Source: an optimization exercise on an open RTL-to-GDS flow (aim: small area). Production flows keep margins and buffers that such runs may drop.
Function was checked by simulation only, so behaviour that the tests miss may differ from the original.
Power figures rest on the tool's default switching activity, not on a simulated workload.

<file path="flow/constraint.sdc">
create_clock -name core_clock -period 3.6 [get_ports {clk}]
set_input_delay 0.7200 -clock core_clock [delete_from_list [all_inputs] [get_ports {clk}]]
set_output_delay 0.7200 -clock core_clock [all_outputs]
set_load 0.01 [all_outputs]
</file>
<file path="flow/config.mk">
export PLATFORM = sky130hd
export DESIGN_NAME = regfile_top
export DESIGN_NICKNAME = regfile_top
export VERILOG_FILES = /design/flow/design.v
export SDC_FILE = /design/flow/constraint.sdc
export NUM_CORES = 4
export LEC_CHECK = 0
export CAP_MARGIN = 20
export CELL_PAD_IN_SITES_DETAIL_PLACEMENT = 2
export CELL_PAD_IN_SITES_GLOBAL_PLACEMENT = 2
export CORE_MARGIN = 2
export CORE_UTILIZATION = 30
export CTS_BUF_LIST = sky130_fd_sc_hd__clkbuf_16
export CTS_CLUSTER_DIAMETER = 80
export CTS_CLUSTER_SIZE = 30
export GPL_TIMING_DRIVEN = 0
export SETUP_SLACK_MARGIN = 0.15
export SLEW_MARGIN = 20
export SYNTH_HIERARCHICAL = 1
export SYNTH_MINIMUM_KEEP_SIZE = 0
</file>
<file path="flow/flow/run.sh">
#!/bin/bash
# The standard layout with two changes: plain buffers (buf_2) on the ports instead of the
# delay-cell buffer that buffer_ports picks by default, and after global placement the output
# registers are moved back next to their read logic (pull_outregs.tcl). The make output goes
# to standard.log; each ORFS step writes its own log under orfs/logs.
set -euo pipefail
here=$(cd "$(dirname "$0")" && pwd)
export BUFFER_PORTS_ARGS="-buffer_cell sky130_fd_sc_hd__buf_2"
export POST_GLOBAL_PLACE_TCL="$here/pull_outregs.tcl"
bash standard.sh > standard.log 2>&1
</file>
<file path="flow/design.v">
package regfile_pkg;
    localparam int DEF_XLEN  = 32;
    localparam int DEF_NREGS = 32;
    localparam int DEF_NRP   = 2;
    function automatic int port_lo(input int k, input int w);
        port_lo = k * w;
    endfunction
endpackage
import regfile_pkg::*;
module regfile_scoreboard
#(
    parameter int NREGS    = DEF_NREGS,
    parameter int AW       = $clog2(NREGS)
) (
    input  logic             clk,
    input  logic             reset,
    input  logic [NREGS-1:1] clr_n,      
    input  logic             rsv_en,
    input  logic [AW-1:0]    rsv_addr,
    output logic [NREGS-1:1] busy,
    output logic             any_busy
);
    logic [NREGS-1:1] set_hit;
    logic [NREGS-1:1] busy_nx;
    regfile_dec #(.AW(AW), .NREGS(NREGS)) u_dec_rsv (.en(rsv_en), .a(rsv_addr), .y(set_hit));
    assign busy_nx = {(NREGS-1){~reset}} & (set_hit | (busy & clr_n));
    always_ff @(posedge clk) begin
        busy     <= busy_nx;
        any_busy <= |busy_nx;
    end
endmodule
import regfile_pkg::*;
module regfile_mp
#(
    parameter int XLEN     = DEF_XLEN,
    parameter int NREGS    = DEF_NREGS,
    parameter int AW       = $clog2(NREGS),
    parameter int NRP      = DEF_NRP
) (
    input  logic                clk,
    input  logic                reset,
    input  logic                wen0,
    input  logic [AW-1:0]       waddr0,
    input  logic [XLEN-1:0]     wdata0,
    input  logic                wen1,
    input  logic [AW-1:0]       waddr1,
    input  logic [XLEN-1:0]     wdata1,
    input  logic [NRP*AW-1:0]   raddr,
    output logic [NRP*XLEN-1:0] rdata,
    output logic [NRP-1:0]      rbusy,
    input  logic                rsv_en,
    input  logic [AW-1:0]       rsv_addr,
    output logic                any_busy
);
    logic [NREGS*XLEN-1:XLEN]    mem;       
    logic [NREGS-1:1]            valid;
    localparam int NH = 2;
    localparam int HW = XLEN / NH;
    logic [NH*(NREGS-1)-1:0]     d0;        
    logic [NH*(NREGS-1)-1:0]     d1;        
    logic [NH*(NREGS-1)-1:0]     we0;
    logic [NH*(NREGS-1)-1:0]     hold;
    logic [XLEN-1:0]             nwdata0;
    logic [XLEN-1:0]             nwdata1;
    logic [NREGS-1:1]            vsel;      
    logic [NRP*(NREGS-1)-1:0]    rdec;      
    logic [NRP*XLEN-1:0]         rdata_d;
    logic [NREGS-1:1]            busy;
    logic [NRP-1:0]              rbusy_d;
    genvar gr, gk, gb, gh;
    generate
        for (gb = 0; gb < XLEN; gb++) begin : g_nwd
            regfile_inv u_inv0 (.a(wdata0[gb]), .y(nwdata0[gb]));
            regfile_inv u_inv1 (.a(wdata1[gb]), .y(nwdata1[gb]));
        end
        for (gh = 0; gh < NH; gh++) begin : g_half
            regfile_dec #(.AW(AW), .NREGS(NREGS)) u_dec_w0 (
                .en (wen0), .a (waddr0), .y (d0[gh * (NREGS-1) +: NREGS-1])
            );
            regfile_dec #(.AW(AW), .NREGS(NREGS)) u_dec_w1 (
                .en (wen1), .a (waddr1), .y (d1[gh * (NREGS-1) +: NREGS-1])
            );
            for (gr = 1; gr < NREGS; gr++) begin : g_reg
                localparam int I = gh * (NREGS-1) + gr - 1;
                regfile_wen u_wen (
                    .d0   (d0[I]),
                    .d1   (d1[I]),
                    .we0  (we0[I]),
                    .hold (hold[I])
                );
            end
        end
        for (gr = 1; gr < NREGS; gr++) begin : g_reg
            for (gb = 0; gb < XLEN; gb++) begin : g_bit
                localparam int I = (gb / HW) * (NREGS-1) + gr - 1;
                regfile_bit u_bit (
                    .clk  (clk),
                    .we1  (d1[I]),
                    .nd1  (nwdata1[gb]),
                    .we0  (we0[I]),
                    .nd0  (nwdata0[gb]),
                    .hold (hold[I]),
                    .q    (mem[gr * XLEN + gb])
                );
            end
            always_ff @(posedge clk) begin
                if (reset) begin
                    valid[gr] <= 1'b0;
                end else if (!hold[gr-1]) begin
                    valid[gr] <= 1'b1;
                end
            end
            assign vsel[gr] = valid[gr] & ~reset;
        end
    endgenerate
    generate
        for (gk = 0; gk < NRP; gk++) begin : g_rport
            logic [AW-1:0]    a;
            logic [NH*(NREGS-1)-1:0] sel;
            logic             nz;
            logic             h1;       
            logic             h0;       
            logic             hn;       
            logic             hs;       
            logic             bsy;
            assign a  = raddr[gk * AW +: AW];
            assign nz = ~reset & (a != '0);
            assign h1 = nz & wen1 & (waddr1 == a);
            assign h0 = nz & wen0 & (waddr0 == a) & ~h1;
            assign hn = ~(h1 | h0);
            assign hs = nz & rsv_en & (rsv_addr == a);
            regfile_dec #(.AW(AW), .NREGS(NREGS)) u_dec_r (
                .en (1'b1),
                .a  (a),
                .y  (rdec[gk * (NREGS-1) +: NREGS-1])
            );
            for (gh = 0; gh < NH; gh++) begin : g_half
                for (gr = 1; gr < NREGS; gr++) begin : g_sel
                    regfile_and3 u_sel (
                        .a (rdec[gk * (NREGS-1) + gr - 1]),
                        .b (vsel[gr]),
                        .c (hn),
                        .y (sel[gh * (NREGS-1) + gr - 1])
                    );
                end
            end
            for (gb = 0; gb < XLEN; gb++) begin : g_bit
                logic [NREGS-1:1] col;
                for (gr = 1; gr < NREGS; gr++) begin : g_col
                    assign col[gr] = mem[gr * XLEN + gb];
                end
                regfile_rdsel_f #(.N(NREGS-1)) u_rd (
                    .sel (sel[(gb / HW) * (NREGS-1) +: NREGS-1]),
                    .d   (col),
                    .h1  (h1),
                    .d1  (wdata1[gb]),
                    .h0  (h0),
                    .d0  (wdata0[gb]),
                    .y   (rdata_d[gk * XLEN + gb])
                );
            end
            regfile_rdsel #(.N(NREGS-1)) u_rdb (
                .sel (rdec[gk * (NREGS-1) +: NREGS-1]),
                .d   (busy),
                .y   (bsy)
            );
            assign rbusy_d[gk] = hs | (hn & ~reset & bsy);
        end
    endgenerate
    always_ff @(posedge clk) begin
        rdata <= rdata_d;
        rbusy <= rbusy_d;
    end
    regfile_scoreboard #(
        .NREGS    (NREGS)
    ) u_sb (
        .clk      (clk),
        .reset    (reset),
        .clr_n    (hold[NREGS-2:0]),
        .rsv_en   (rsv_en),
        .rsv_addr (rsv_addr),
        .busy     (busy),
        .any_busy (any_busy)
    );
endmodule
module regfile_wen (
    input  logic d0,
    input  logic d1,
    output logic we0,
    output logic hold
);
    assign we0  = d0 & ~d1;
    assign hold = ~(d0 | d1);
endmodule
module regfile_inv (
    input  logic a,
    output logic y
);
    assign y = ~a;
endmodule
module regfile_and2 (
    input  logic a,
    input  logic b,
    output logic y
);
    assign y = a & b;
endmodule
module regfile_bit (
    input  logic clk,
    input  logic we1,
    input  logic nd1,
    input  logic we0,
    input  logic nd0,
    input  logic hold,
    output logic q
);
    logic nq;
    assign nq = ~q;
    always_ff @(posedge clk) begin
        q <= ~((we1 & nd1) | (we0 & nd0) | (hold & nq));
    end
endmodule
module regfile_dec
#(
    parameter int AW    = 5,
    parameter int NREGS = 32
) (
    input  logic             en,
    input  logic [AW-1:0]    a,
    output logic [NREGS-1:1] y
);
    genvar gr;
    generate
        for (gr = 1; gr < NREGS; gr++) begin : g_y
            assign y[gr] = en && (a == AW'(gr));
        end
    endgenerate
endmodule
module regfile_rdsel
#(
    parameter int N = 31
) (
    input  logic [N:1] sel,
    input  logic [N:1] d,
    output logic       y
);
    localparam int NG3  = N / 3;
    localparam int NREM = N % 3;
    localparam int NG   = NG3 + (NREM != 0 ? 1 : 0);
    logic [NG-1:0] n;
    genvar gg;
    generate
        for (gg = 0; gg < NG3; gg++) begin : g_grp
            regfile_aoi222 u_aoi (
                .a1 (sel[3*gg + 1]), .a2 (d[3*gg + 1]),
                .b1 (sel[3*gg + 2]), .b2 (d[3*gg + 2]),
                .c1 (sel[3*gg + 3]), .c2 (d[3*gg + 3]),
                .y  (n[gg])
            );
        end
        if (NREM == 1) begin : g_last1
            assign n[NG-1] = ~(sel[N] & d[N]);
        end else if (NREM == 2) begin : g_last2
            assign n[NG-1] = ~((sel[N-1] & d[N-1]) | (sel[N] & d[N]));
        end
    endgenerate
    regfile_nand_or #(.N(NG)) u_or (
        .n (n),
        .y (y)
    );
endmodule
module regfile_rdsel_f
#(
    parameter int N = 31
) (
    input  logic [N:1] sel,
    input  logic [N:1] d,
    input  logic       h1,
    input  logic       d1,
    input  logic       h0,
    input  logic       d0,
    output logic       y
);
    localparam int NG3  = N / 3;
    localparam int NREM = N % 3;
    localparam int NG   = NG3 + (NREM == 2 ? 1 : 0);
    logic [NG:0] n;
    genvar gg;
    generate
        for (gg = 0; gg < NG3; gg++) begin : g_grp
            regfile_aoi222 u_aoi (
                .a1 (sel[3*gg + 1]), .a2 (d[3*gg + 1]),
                .b1 (sel[3*gg + 2]), .b2 (d[3*gg + 2]),
                .c1 (sel[3*gg + 3]), .c2 (d[3*gg + 3]),
                .y  (n[gg])
            );
        end
        if (NREM == 2) begin : g_last2
            regfile_aoi22 u_last (
                .a1 (sel[N-1]), .a2 (d[N-1]),
                .b1 (sel[N]),   .b2 (d[N]),
                .y  (n[NG-1])
            );
        end
        if (NREM == 1) begin : g_fwd3
            regfile_aoi222 u_fwd (
                .a1 (h1), .a2 (d1),
                .b1 (h0), .b2 (d0),
                .c1 (sel[N]), .c2 (d[N]),
                .y  (n[NG])
            );
        end else begin : g_fwd2
            regfile_aoi22 u_fwd (
                .a1 (h1), .a2 (d1),
                .b1 (h0), .b2 (d0),
                .y  (n[NG])
            );
        end
    endgenerate
    regfile_nand_or #(.N(NG + 1)) u_or (
        .n (n),
        .y (y)
    );
endmodule
module regfile_aoi22 (
    input  logic a1,
    input  logic a2,
    input  logic b1,
    input  logic b2,
    output logic y
);
    assign y = ~((a1 & a2) | (b1 & b2));
endmodule
module regfile_and3 (
    input  logic a,
    input  logic b,
    input  logic c,
    output logic y
);
    assign y = a & b & c;
endmodule
module regfile_aoi222 (
    input  logic a1,
    input  logic a2,
    input  logic b1,
    input  logic b2,
    input  logic c1,
    input  logic c2,
    output logic y
);
    assign y = ~((a1 & a2) | (b1 & b2) | (c1 & c2));
endmodule
module regfile_nand_or
#(
    parameter int N = 11
) (
    input  logic [N-1:0] n,
    output logic         y
);
    assign y = ~&n;
endmodule
module regfile_top (
    input  logic         clk,
    input  logic         reset,
    input  logic         wen0,
    input  logic [4:0]   waddr0,
    input  logic [31:0]  wdata0,
    input  logic         wen1,
    input  logic [4:0]   waddr1,
    input  logic [31:0]  wdata1,
    input  logic [19:0]  raddr,
    output logic [127:0] rdata,
    output logic [3:0]   rbusy,
    input  logic         rsv_en,
    input  logic [4:0]   rsv_addr,
    output logic         any_busy
);
    regfile_mp #(
        .XLEN     (32),
        .NREGS    (32),
        .NRP      (4)
    ) u_rf (
        .clk      (clk),
        .reset    (reset),
        .wen0     (wen0),
        .waddr0   (waddr0),
        .wdata0   (wdata0),
        .wen1     (wen1),
        .waddr1   (waddr1),
        .wdata1   (wdata1),
        .raddr    (raddr),
        .rdata    (rdata),
        .rbusy    (rbusy),
        .rsv_en   (rsv_en),
        .rsv_addr (rsv_addr),
        .any_busy (any_busy)
    );
endmodule
</file>
<file path="flow/flow/pull_outregs.tcl">
# POST_GLOBAL_PLACE_TCL: the output registers (rdata, rbusy, any_busy) sit between their read
# logic and their output port, and global placement pulls them towards the port, stretching
# the read path's last nets. Move each such register, and the gate driving its D input, to
# the centre of the cells that drive that gate, so the long wire is the one from the
# register to its port, which has slack to spare. Detailed placement legalises them later.
set block [ord::get_db_block]

proc driver_of {net} {
  foreach it [$net getITerms] {
    if {[$it isOutputSignal]} { return [$it getInst] }
  }
  return "NULL"
}

set moved 0
foreach inst [$block getInsts] {
  set n [string map {\\ ""} [$inst getName]]
  if {![string match {u_rf.rdata\[*\]$*} $n] && ![string match {u_rf.rbusy\[*\]$*} $n] &&
      ![string match {u_rf.u_sb.any_busy$*} $n]} {
    continue
  }
  set dnet ""
  foreach it [$inst getITerms] {
    if {[[$it getMTerm] getName] eq "D"} { set dnet [$it getNet] }
  }
  if {$dnet eq "" || $dnet eq "NULL"} continue
  set g [driver_of $dnet]
  if {$g eq "NULL"} continue
  set sx 0
  set sy 0
  set cnt 0
  foreach it [$g getITerms] {
    if {![$it isInputSignal]} continue
    set net [$it getNet]
    if {$net eq "NULL"} continue
    set d [driver_of $net]
    if {$d eq "NULL"} continue
    set bb [$d getBBox]
    incr sx [expr {([$bb xMin] + [$bb xMax]) / 2}]
    incr sy [expr {([$bb yMin] + [$bb yMax]) / 2}]
    incr cnt
  }
  if {$cnt == 0} continue
  set cx [expr {$sx / $cnt}]
  set cy [expr {$sy / $cnt}]
  $g setLocation $cx $cy
  $inst setLocation $cx $cy
  incr moved
}
puts "pull_outregs: moved $moved output registers next to their read logic"
</file>
<file path="flow/standard.sh">
#!/bin/bash
# synth_recipe.tcl (not shown) runs the flow's synth.tcl, then flattens the netlist and writes it again
# the make line also repeats each setting of config.mk as NAME=value (left out here)
make -C /OpenROAD-flow-scripts/flow DESIGN_CONFIG=/design/flow/config.mk WORK_HOME=/design/flow/orfs CLKGATE_MAP_FILE= SYNTH_SCRIPT=/design/flow/synth_recipe.tcl "${@:-finish}"
</file>
==> impl_metrics.ini, run 1 <==
[min_path]
holdCritPathClass = input port to flip-flop

[global_route]
grt_pass1_vias = 76800
grt_max_degree = 33
grt_pass1_wl_um = 672000
overflow = 0
track_usage_pct = 45.5
antenna_found_initial = 41

[clocking]
numCtsBuffers = 103
cts_tree = done
clk_latency_ps = 820
clockRootBuffer = clkbuf_16
cts.sinks = 1187
clk_path_buf_depth = 3
clkTransAtPathRegs_ps = 80
htree_levels = 3
postCtsHoldBufs = 0

[route]
vias = 80000
drc = 0
dr.pass1.iters = 17
avgViaCountPerCell = 8.22
routedWlPerCell_um = 52.2
ant_nets = 0
drt_wl_total_um = 508000
drt_iter0_drc = 23400

[critical_path]
r2r_start = u_rf.valid[19]
rrSetupSlack_ps = 590
crit_type = input port to flip-flop
endpoint_kind = flip-flop
cp_slowest_cell = nand4_1
crit_chain = buf_16, clkbuf_16, xnor2_4, nand4_1, nor4_4, nor2_4, buf_12, buf_16, and3_4, a222oi_1, nand4_1, or3_1
startpoint = waddr1[4]
r2r_end = u_rf.rdata[80]
critPathLaunchType = input port
rr_worst_depth = 6
cp.arrival_ps = 4390
critical_path.endpoint = u_rf.rdata[99]
slowest_delay_ps = 700
required_ps = 4310
critPathMaxFanout = 19

[cells_and_area]
multiInputGateArea_sq_um = 36000
finalNetCount = 7036
nFillCells = 21800
ff_latch_area_sq_um = 23800
drive_gt1_share_pct = 17.7
fin_cells = 9735
fin_util_pct = 37.3
area_growth_pct = 23.7

[logic_synthesis]
netlist_area_sq_um = 61800
syn_avg_cell_area_sq_um = 9.80
async_reset_ff_share_pct = 0
synth-edff-count = 0
synth_ff_type = dfxtp_1
yosysWarnings = 9
synth_seq_cells = 1187
ys_types = 34
syn_inst = 6308
ys_seq_area_share_pct = 38.4

[die]
die_area_sq_um = 210000
dieHeight_um = 458
rows = 166
die_w_um = 458
start_util_pct = 30.2
ios = 237
design.core.area_sq_um = 205000

[sta]
finalHoldViolCount = 0
period_share_pct = 102
slew_headroom_pct = 16.3
rsz0062_at_grt = yes
max_freq_mhz = 271
worst_clock_skew_ps = 40.6
drv_slew = 0
tightestPinTransition_ps = 1260
setup_slack_ps = -83.7
post-route-min-period_ps = 3680
finalSetupViolCount = 5

[placement]
dpl.cell_count = 9407
io_buffers = 236
dp.final_hpwl_um = 333000

[power_and_ir_drop]
p_leak_nw = 32.7
p_total_mw = 39.1
ir_drop_mv = 0.430
p_per_area_nw_per_um2 = 511

[status]
status = failed layout checks
so_faults = negative setup slack

[flow_run]
max-cap-violations = 0
[repair_timing]
item                       in CTS  in global routing
cloned                          0                  8
pin swaps                      27                 55
setup buffers                  14                 85
resized for setup              40                 33
setup endpoints to repair     129                 80
[worst max-delay path, delay by kind of cell]
kind,cells,cell delay [ps]
simple gates,6,2280
compound gates,1,460
buf+inv,4,750
xor+xnor,1,100
[routing by layer]
| layer | global-route usage (%) | up-vias | wire length [um] |
|---|---|---|---|
| li1 | - | 30500 | - |
| met5 | 0 | - | 243 |
| met2 | 67.7 | 7268 | 212000 |
| met4 | 39.7 | 36 | 54700 |
| met1 | 52.8 | 40400 | 173000 |
| met3 | 14.1 | 1893 | 66900 |
[sequential cells by signal, summed over array words and instances, names as in the netlist]
signal and flops:
u_rf.g.g_bit.u_bit.q 992, u_rf.rdata 128, u_rf.u_sb.busy 31, u_rf.valid 31
u_rf.rbusy 4, u_rf.u_sb.any_busy 1
[Yosys stat by module (local to each module, per instance), a selection]
module          cells inside  copies in the design
regfile_wen                2                    62
regfile_inv                1                    64
regfile_and3               1                   248
regfile_bit                3                   992
regfile_aoi222             1                  1448
[kinds of logic (layout without fill, tap and decap cells)]
family | count (synthesis) | in the layout | synth area share [%]
flops | 1187 | 1187 | 38.4
simple gates | 1404 | 1408 | 13.5
other cells | 1 | 58 | 0.00607
xor+xnor | 60 | 60 | 0.850
compound gates | 2517 | 2517 | 40.2
buf+inv | 1139 | 1817 | 6.93
[cell type report]
type	instances	area share, %
diodes	26	0.0851
well taps	2688	4.40
clock buffers	105	3.44
flip-flops and latches	1187	31.1
plain buffers	48	0.363
inverters	1091	5.36
repair buffers	484	6.70
clock inverters	89	1.44
multi-input cells	4017	47.1
[how the worst min path moves through the flow]
stage                   start           endpoint  depth (start not counted)
2_1_floorplan  u_rf.valid[10]     u_rf.valid[10]                          2
3_3_place_gp   u_rf.valid[12]     u_rf.valid[12]                          2
3_5_place_dp    u_rf.valid[2]      u_rf.valid[2]                          2
4_1_cts                 reset  u_rf.u_sb.busy[3]                          2
5_1_grt                 reset  u_rf.u_sb.busy[3]                          2
6_report                reset  u_rf.u_sb.busy[3]                          2
[stage by stage]
step,cell area (sq um),TNS [ps],setup slack [ps],hold WS (ps)
2_1_floorplan,63200,-17680,-233,432
3_3_place_gp,67700,-2686850,-7650,440
3_5_place_dp,71300,-215270,-2000,451
4_1_cts,75300,0,103,288
5_1_grt,76400,-25.3,-25.3,295
6_report,76400,-138,-83.7,310
[where the power goes]
part           switching, mW  total (mW)  internal (mW)
sequential              4.07        20.1           16.0
combinational           2.94        6.01           3.08
clock                   6.63        13.0           6.36
[Yosys cell counts, types with 4 or more instances]
master | number | area share [%]
a21oi_1 | 68 | 0.55
a222oi_1 | 2440 | 40
and3_1 | 248 | 2.5
clkbuf_1 | 43 | 0.26
dfxtp_1 | 1187 | 38
inv_1 | 1091 | 6.6
nand2_1 | 16 | 0.097
nand2b_1 | 19 | 0.19
nand3_1 | 132 | 1.1
nand4_1 | 286 | 2.9
nand4b_1 | 27 | 0.38
nand4bb_1 | 27 | 0.49
nor2_1 | 407 | 2.5
nor2_4 | 4 | 0.073
nor2b_1 | 4 | 0.040
nor2b_4 | 62 | 1.4
nor4_1 | 6 | 0.061
nor4_2 | 5 | 0.10
o41ai_2 | 4 | 0.11
or2_2 | 9 | 0.091
or3_1 | 132 | 1.3
or4_1 | 4 | 0.049
or4_4 | 4 | 0.073
or4b_4 | 9 | 0.20
xnor2_1 | 46 | 0.65
xor2_1 | 14 | 0.20
[cell usage in the layout (no fill, tap or decap), types with 10 or more instances in the layout]
cell type	instances
nand3_1	132
dfxtp_1	1187
xor2_1	14
nand4b_1	27
buf_8	29
inv_1	1031
inv_6	18
nor2_1	278
diode_2	26
xnor2_1	43
buf_16	41
nor2_2	34
nor2_4	99
a21oi_1	68
buf_12	70
nor2b_4	66
bufinv_16	10
buf_2	229
nand2_1	15
buf_4	92
nand4_1	286
buf_6	22
nand2b_1	19
clkinv_8	11
clkbuf_1	27
nand4bb_1	26
conb_1	32
and3_2	29
or3_1	130
and3_4	221
a222oi_1	2440
clkbuf_16	110
inv_2	64
==> inputs of run 2 (changes only) <==
--- a/flow/config.mk
+++ b/flow/config.mk
@@ -15,5 +15,5 @@
 export CTS_CLUSTER_SIZE = 30
 export GPL_TIMING_DRIVEN = 0
-export SETUP_SLACK_MARGIN = 0.15
+export SETUP_SLACK_MARGIN = 0.5
 export SLEW_MARGIN = 20
 export SYNTH_HIERARCHICAL = 1
==> run 2 against run 1 <==
Fails layout checks on max-capacitance violations, max-slew violations, negative setup slack. Sequential power is essentially flat. Die area is the same. Clock skew grew 7.1 ps. Area after synthesis is the same. Power grew 1.0%. First-iteration DRC count grew 13%.
==> impl_metrics.ini, run 2 <==
[status]
status = failed layout checks
so_faults = max-capacitance violations, max-slew violations, negative setup slack

[die]
ios = 237
design.core.area_sq_um = 205000
start_util_pct = 30.2
die_area_sq_um = 210000
die_w_um = 458
dieHeight_um = 458
rows = 166

[clocking]
clkTransAtPathRegs_ps = 80
cts.sinks = 1187
cts_tree = done
clk_latency_ps = 870
htree_levels = 3
clockRootBuffer = clkbuf_16
postCtsHoldBufs = 0
clk_path_buf_depth = 3
numCtsBuffers = 103

[power_and_ir_drop]
ir_drop_mv = 0.440
power_frac_seq_pct = 51.1
p_int_mw = 25.5
swShare_pct = 35.3
p_total_mw = 39.5
netSwitchingPower_mw = 13.9
p_leak_nw = 35.8
p_per_area_nw_per_um2 = 480
p_comb_share_pct = 15.8
power_frac_clock_pct = 33.1

[sta]
period_share_pct = 111
slew_headroom_pct = -23.8
post-route-min-period_ps = 3990
finalHoldViolCount = 0
finalSetupTns_ps = -2510
finalSetupViolCount = 22
worst_clock_skew_ps = 47.7
setup_slack_ps = -392
rsz0062_at_grt = yes
tightestPinTransition_ps = 1850
max_freq_mhz = 250
drv_slew = 13

[route]
dr.pass1.iters = 17
drt_wl_total_um = 546000
drc = 0
ant_nets = 0
vias = 85100
routedWlPerCell_um = 53.3
drt_iter0_drc = 26400
avgViaCountPerCell = 8.30

[logic_synthesis]
synth_ff_type = dfxtp_1
synth_seq_cells = 1187
yosysWarnings = 9
synthTopCellsByArea = a222oi_1 40%, dfxtp_1 38%, inv_1 6.6%, nand4_1 2.9%, and3_1 2.5%
synth.top_cell.area_share_pct = 39.5
synth_common_cells = 2440 x a222oi_1, 1187 x dfxtp_1, 1091 x inv_1
async_reset_ff_share_pct = 0
syn_avg_cell_area_sq_um = 9.80
synth-edff-count = 0
syn_inst = 6308
yosysMostFrequentCell = a222oi_1
yosys.area.top_type = a222oi_1
ys_seq_area_share_pct = 38.4
ys_types = 34
netlist_area_sq_um = 61800

[placement]
pre_cts_ws_ps = -2000
placed_area_sq_um = 71300
io_buffers = 236
dp.final_hpwl_um = 333000

[flow_run]
max-cap-violations = 2

[critical_path]
critPathLaunchType = input port
crit_type = input port to flip-flop
endpoint_kind = flip-flop
cp.arrival_ps = 4740
required_ps = 4350
critPathMaxFanout = 8

[cells_and_area]
top_regs = u_rf.g.g_bit.u_bit.q x992, u_rf.rdata x128
stdcell_area_sq_um = 82200
largest_register_ffs = 992
finalNetCount = 7531
area_growth_pct = 32.9
drive_gt1_share_pct = 23.4
layout_common_cells = 2440 x a222oi_1, 1187 x dfxtp_1, 1031 x inv_1
final_common_cell = a222oi_1
fin_util_pct = 40.1
regMostFlops = u_rf.g.g_bit.u_bit.q

[global_route]
grt_pass1_wl_um = 698000
grt_pass1_vias = 78700
overflow = 0
grt_max_degree = 34
antenna_found_initial = 75
track_usage_pct = 47.5

[min_path]
holdCritPathClass = input port to flip-flop
[run 2: layer usage]
| layer | track usage [%] | vias to the layer above | routed length [um] | part of all wire [%] |
|---|---|---|---|---|
| met3 | 16.9 | 2510 | 77200 | 14 |
| met5 | 0.413 | - | 655 | 0.12 |
| met1 | 54.3 | 42500 | 184000 | 34 |
| met4 | 43.6 | 62 | 63100 | 12 |
| li1 | - | 31600 | - | - |
| met2 | 69.0 | 8492 | 221000 | 40 |
[run 2: cell families after synthesis]
| group | after synthesis | synth area share, % |
|---|---|---|
| compound gates | 2517 | 40.2 |
| simple gates | 1404 | 13.5 |
| flops | 1187 | 38.4 |
| buf+inv | 1139 | 6.93 |
| xor+xnor | 60 | 0.850 |
| other cells | 1 | 0.00607 |
[run 2: worst paths after layout]
check | startpoint | slack (ps) | endpoint | depth (start not counted)
setup / recovery | raddr[11] | -390 | u_rf.rdata[71] | 9
hold / removal | reset | 260 | u_rf.u_sb.busy[3] | 3
setup reg to reg | u_rf.valid[13] | 290 | u_rf.rdata[71] | 8
hold reg to reg | u_rf.valid[2] | 460 | u_rf.valid[2] | 2
[run 2: power groups by stage]
stage / registers, mW / clock network (mW) / logic (mW)
2_1_floorplan: 18.8 / 0 / 4.14
3_3_place_gp: 19.7 / 0 / 5.34
3_5_place_dp: 20.1 / 0 / 5.81
4_1_cts: 19.8 / 13.0 / 5.96
5_1_grt: 20.5 / 13.5 / 6.67
6_report: 20.2 / 13.1 / 6.23
[run 2: per-stage QoR]
| stage | hold slack, ps | cells |
|---|---|---|
| after floorplan | 432 | 6339 |
| after CTS | 279 | 9783 |
| after detailed placement | 451 | 9407 |
| final | 256 | 10200 |
| after global placement | 440 | 9263 |
| after global routing | 265 | 10200 |
[run 2: critical path, cell delays in order]
cell	delay, ps
buf_2	220
nand2b_1	170
clkbuf_1	660
nor2_1	490
and3_4	370
buf_4	160
a222oi_1	350
nand4_1	910
or3_1	680
[run 2: final cells by class]
cell class,instances,area [sq um]
Sequential cell,1187,23800
Inverter,1091,4100
Multi-Input combinational cell,4053,36600
Antenna cell,44,110
Fill cell,21600,123000
Clock inverter,89,1100
Timing Repair Buffer,944,10200
Buffer,47,318
Clock buffer,105,2630
Tap cell,2688,3360
[run 2: Yosys stat by module, one instance, submodules excluded, excerpt]
module / cells / copies in the design / flops+latches / cell area [sq um]
regfile_bit: 3 / 992 / 1 / 33.8
regfile_aoi222: 1 / 1448 / 0 / 10.0
regfile_wen: 2 / 62 / 0 / 17.5
regfile_inv: 1 / 64 / 0 / 3.75
regfile_and3: 1 / 248 / 0 / 6.26
[run 2: timing repair]
action                     4_1_cts  5_1_grt
gates resized for setup        126      146
setup endpoints to repair      152      123
pin swaps                      251      335
cloned                          36       30
setup buffers                  147      388

## static timing again, ports no longer ideal
How much do the figures lean on ideal ports? The routed layouts below were timed once more, with nothing changed but the port constraints.
Step 1 assumes that a clkbuf_16 drives the clock port and a buf_2 every other input.
Step 2 moves the port delays by t, midway between the first and last clock arrival at a register: inputs arrive t later, outputs are due t later. That takes back most of the time a late clock gives input paths.
a / b / c = ideal ports / drivers / drivers and shift; a / b = the first two.
run | shift t [ns] | setup slack, ns | hold WS [ns] | latest minus earliest clock arrival (ns)
run 1 | 0.903 | -0.084 / -0.083 / -0.986 | 0.310 / 0.235 / 0.457 | 0.056 / 0.057
run 2 | 0.941 | -0.392 / -0.495 / -1.436 | 0.256 / 0.205 / 0.458 | 0.074 / 0.074
The setup slack of run 2, which loses most, moves by -0.103 ns with the drivers and by -1.044 ns with both steps.
